Context: an optimization exercise on an open-source flow, tuned for small area. The choices shown serve that exercise and are no tape-out recipe.
Function was checked by simulation only, so behaviour that the tests miss may differ from the original.
No activity file was given, so power comes from the tool's default toggle rates.

Design aes_key_sched_ctrl, start of the top module:
module aes_key_sched_ctrl (
    input  logic         CLK,
    input  logic         RST,
    input  logic         key_valid,
    input  logic [127:0] key_in,
    output logic         key_ready,
    output logic         kx_start,
    output logic [127:0] kx_key_out,
    input  logic [127:0] kx_rk_in,
    input  logic [1:0]   kx_state_in,
    input  logic         rk_rd_en,
    input  logic [3:0]   rk_rd_idx,
    input  logic         rk_dec,
    output logic [127:0] rk_rd_data,
    output logic         rk_rd_valid,
    output logic         rk_rd_err,
    output logic         keys_valid,
    output logic         busy,
    output logic         kx_err
);
==> module aes_key_sched_ctrl, before the edit <==
module aes_key_sched_ctrl (
    input  logic         CLK,
    input  logic         RST,
    input  logic         key_valid,
    input  logic [127:0] key_in,
    output logic         key_ready,
    output logic         kx_start,
    output logic [127:0] kx_key_out,
    input  logic [127:0] kx_rk_in,
    input  logic [1:0]   kx_state_in,
    input  logic         rk_rd_en,
    input  logic [3:0]   rk_rd_idx,
    input  logic         rk_dec,
    output logic [127:0] rk_rd_data,
    output logic         rk_rd_valid,
    output logic         rk_rd_err,
    output logic         keys_valid,
    output logic         busy,
    output logic         kx_err
);
    logic         launch_q, wait_q, cap_q, kv_q, err_q;
    logic [3:0]   cnt_q;
    logic [127:0] key_q;
    logic [127:0] ring_q [11];
    logic [127:0] rd_data_q;
    logic         rd_valid_q, rd_err_q;
    logic         active, accept, wr, cnt_wrap;
    logic [3:0]   cnt_inc;
    assign active   = (kx_state_in != 2'd0);
    assign accept   = key_valid & ~(launch_q | wait_q | cap_q);
    assign wr       = active & (wait_q | cap_q);
    assign cnt_wrap = (cnt_q == 4'd10);
    assign cnt_inc  = cnt_wrap ? 4'd0 : cnt_q + 4'd1;
    always_ff @(posedge CLK or negedge RST) begin
        if (!RST) begin
            launch_q <= 1'b0;
            wait_q   <= 1'b0;
            cap_q    <= 1'b0;
            kv_q     <= 1'b0;
            err_q    <= 1'b0;
            cnt_q    <= 4'd0;
        end else begin
            launch_q <= accept;
            if (accept) begin
                kv_q  <= 1'b0;
                err_q <= 1'b0;
            end
            if (launch_q) begin
                wait_q <= 1'b1;
                cnt_q  <= 4'd0;
            end
            if (wait_q) begin
                if (active) begin
                    wait_q <= 1'b0;
                    cap_q  <= 1'b1;
                    cnt_q  <= 4'd1;
                end else begin
                    cnt_q <= cnt_inc;
                    if (cnt_q == 4'd3) begin
                        wait_q <= 1'b0;
                        err_q  <= 1'b1;
                    end
                end
            end
            if (cap_q) begin
                if (active) begin
                    cnt_q <= cnt_inc;
                    if (cnt_wrap) begin
                        cap_q <= 1'b0;
                        kv_q  <= 1'b1;
                    end
                end else begin
                    cap_q <= 1'b0;
                    err_q <= 1'b1;
                end
            end
            if (kv_q) begin
                cnt_q <= cnt_inc;
            end
        end
    end
    always_ff @(posedge CLK) begin
        ring_q[0] <= wr ? kx_rk_in : ring_q[10];
        for (int i = 1; i < 11; i++) begin
            ring_q[i] <= ring_q[i-1];
        end
    end
    always_ff @(posedge CLK or negedge RST) begin
        if (!RST) begin
            key_q <= '0;
        end else if (accept) begin
            key_q <= key_in;
        end
    end
    logic       rd_ok;
    logic [3:0] off;
    logic [4:0] sum;
    logic [10:0] sel;
    logic [127:0] rd_mux;
    assign rd_ok = kv_q & (rk_rd_idx <= 4'd10);
    assign off   = rk_dec ? rk_rd_idx : (4'd10 - rk_rd_idx);
    assign sum   = {1'b0, cnt_q} + {1'b0, off};
    always_comb begin
        for (int i = 0; i < 11; i++) begin
            sel[i] = rk_rd_en & rd_ok & ((sum == 5'(i)) | (sum == 5'(i + 11)));
        end
    end
    for (genvar b = 0; b < 128; b++) begin : g_mux
        rk_mux_bit u_mux (
            .d   ({rd_data_q[b], ring_q[10][b], ring_q[9][b], ring_q[8][b], ring_q[7][b],
                   ring_q[6][b], ring_q[5][b], ring_q[4][b], ring_q[3][b], ring_q[2][b],
                   ring_q[1][b], ring_q[0][b]}),
            .s   ({~rk_rd_en, sel}),
            .y   (rd_mux[b])
        );
    end
    always_ff @(posedge CLK or negedge RST) begin
        if (!RST) begin
            rd_data_q  <= '0;
            rd_valid_q <= 1'b0;
            rd_err_q   <= 1'b0;
        end else begin
            rd_valid_q <= rk_rd_en & rd_ok;
            rd_err_q   <= rk_rd_en & ~rd_ok;
            rd_data_q  <= rd_mux;
        end
    end
    assign key_ready   = ~(launch_q | wait_q | cap_q);
    assign busy        = launch_q | wait_q | cap_q;
    assign kx_start    = launch_q;
    assign kx_key_out  = key_q;
    assign keys_valid  = kv_q;
    assign kx_err      = err_q;
    assign rk_rd_data  = rd_data_q;
    assign rk_rd_valid = rd_valid_q;
    assign rk_rd_err   = rd_err_q;
endmodule
export LEC_CHECK = 0
export CAP_MARGIN = 20
export CORE_MARGIN = 2
export CORE_UTILIZATION = 60
export SLEW_MARGIN = 20
export SYNTH_HIERARCHICAL = 1
create_clock -name core_clock -period 5.0 [get_ports {CLK}]
standard.sh (not shown) runs the stock make flow with config.mk's settings and CLKGATE_MAP_FILE= SYNTH_SCRIPT=/design/flow/synth_recipe.tcl, a recipe that flattens the netlist after the stock synthesis.
==> flow/flow/run.sh <==
#!/bin/bash
# Layout flow: the standard ORFS flow (standard synthesis unchanged) with two changes:
#  - the input and output port buffers are sky130_fd_sc_hd__buf_1, the smallest buffer,
#    instead of the cell buffer_ports picks by default;
#  - clock tree synthesis uses clkbuf_8 buffers, sink clusters of up to 18 flip-flops within
#    60 um, and no dummy loads.
# make's full output goes to flow_make.log here; ORFS keeps each step's log under orfs/logs/.
set -euo pipefail
CTS="-sink_clustering_enable -repair_clock_nets -dont_use_dummy_load"
CTS="$CTS -buf_list {sky130_fd_sc_hd__clkbuf_8} -sink_clustering_size 18 -sink_clustering_max_diameter 60"
bash standard.sh \
  "BUFFER_PORTS_ARGS=-buffer_cell sky130_fd_sc_hd__buf_1" \
  "CTS_ARGS=$CTS" \
  finish > flow_make.log 2>&1
Then changed:
--- a/flow/design.v
+++ b/flow/design.v
@@ -96,4 +96,5 @@
     logic [3:0] off;
     logic [4:0] sum;
+    logic [3:0] pos;
     logic [10:0] sel;
     logic [127:0] rd_mux;
@@ -101,7 +102,8 @@
     assign off   = rk_dec ? rk_rd_idx : (4'd10 - rk_rd_idx);
     assign sum   = {1'b0, cnt_q} + {1'b0, off};
+    assign pos   = (sum >= 5'd11) ? 4'(sum - 5'd11) : sum[3:0];
     always_comb begin
         for (int i = 0; i < 11; i++) begin
-            sel[i] = rk_rd_en & rd_ok & ((sum == 5'(i)) | (sum == 5'(i + 11)));
+            sel[i] = rk_rd_en & rd_ok & (pos == 4'(i));
         end
     end
After rerunning: Power came out higher by 1.2%. Clock skew came out higher by 6.5 ps. Synthesized cell count barely changes. Routed wire length came out higher by 1.0%. First-iteration DRC count came out higher by 6.0%. Global-route usage came out higher by 0.16 points. Non-clock buffer count came out higher by 5.

## what the ideal ports hide
Ports are ideal in the flow. The routed layouts listed here were re-timed in OpenROAD. Step 1, drivers: a clkbuf_16 drives CLK and a buf_2 each remaining input, both assumed. Step 2 adds t to the input delays and takes it off the output delays; t is the mean of the earliest and latest rising clock arrival at the registers after step 1. Input paths then give back, and output paths get back, about the clock's delay inside the block. a / b / c = no drivers / after step 1 / after step 2; a / b = the first two.
| run | t, ns | setup slack, ns | worst slew at a driven data input, ns | pins driven straight from the clock port |
|---|---|---|---|---|
| the first run | 0.784 | 1.154 / 1.136 / 0.352 | 0.16 | 1 |
| the second run | 0.772 | 0.835 / 0.783 / 0.011 | 0.14 | 1 |
After both steps setup and hold are still met in every run listed. The setup slack of the second run, which loses most, moves by -0.052 ns with the drivers and by -0.824 ns with both steps.
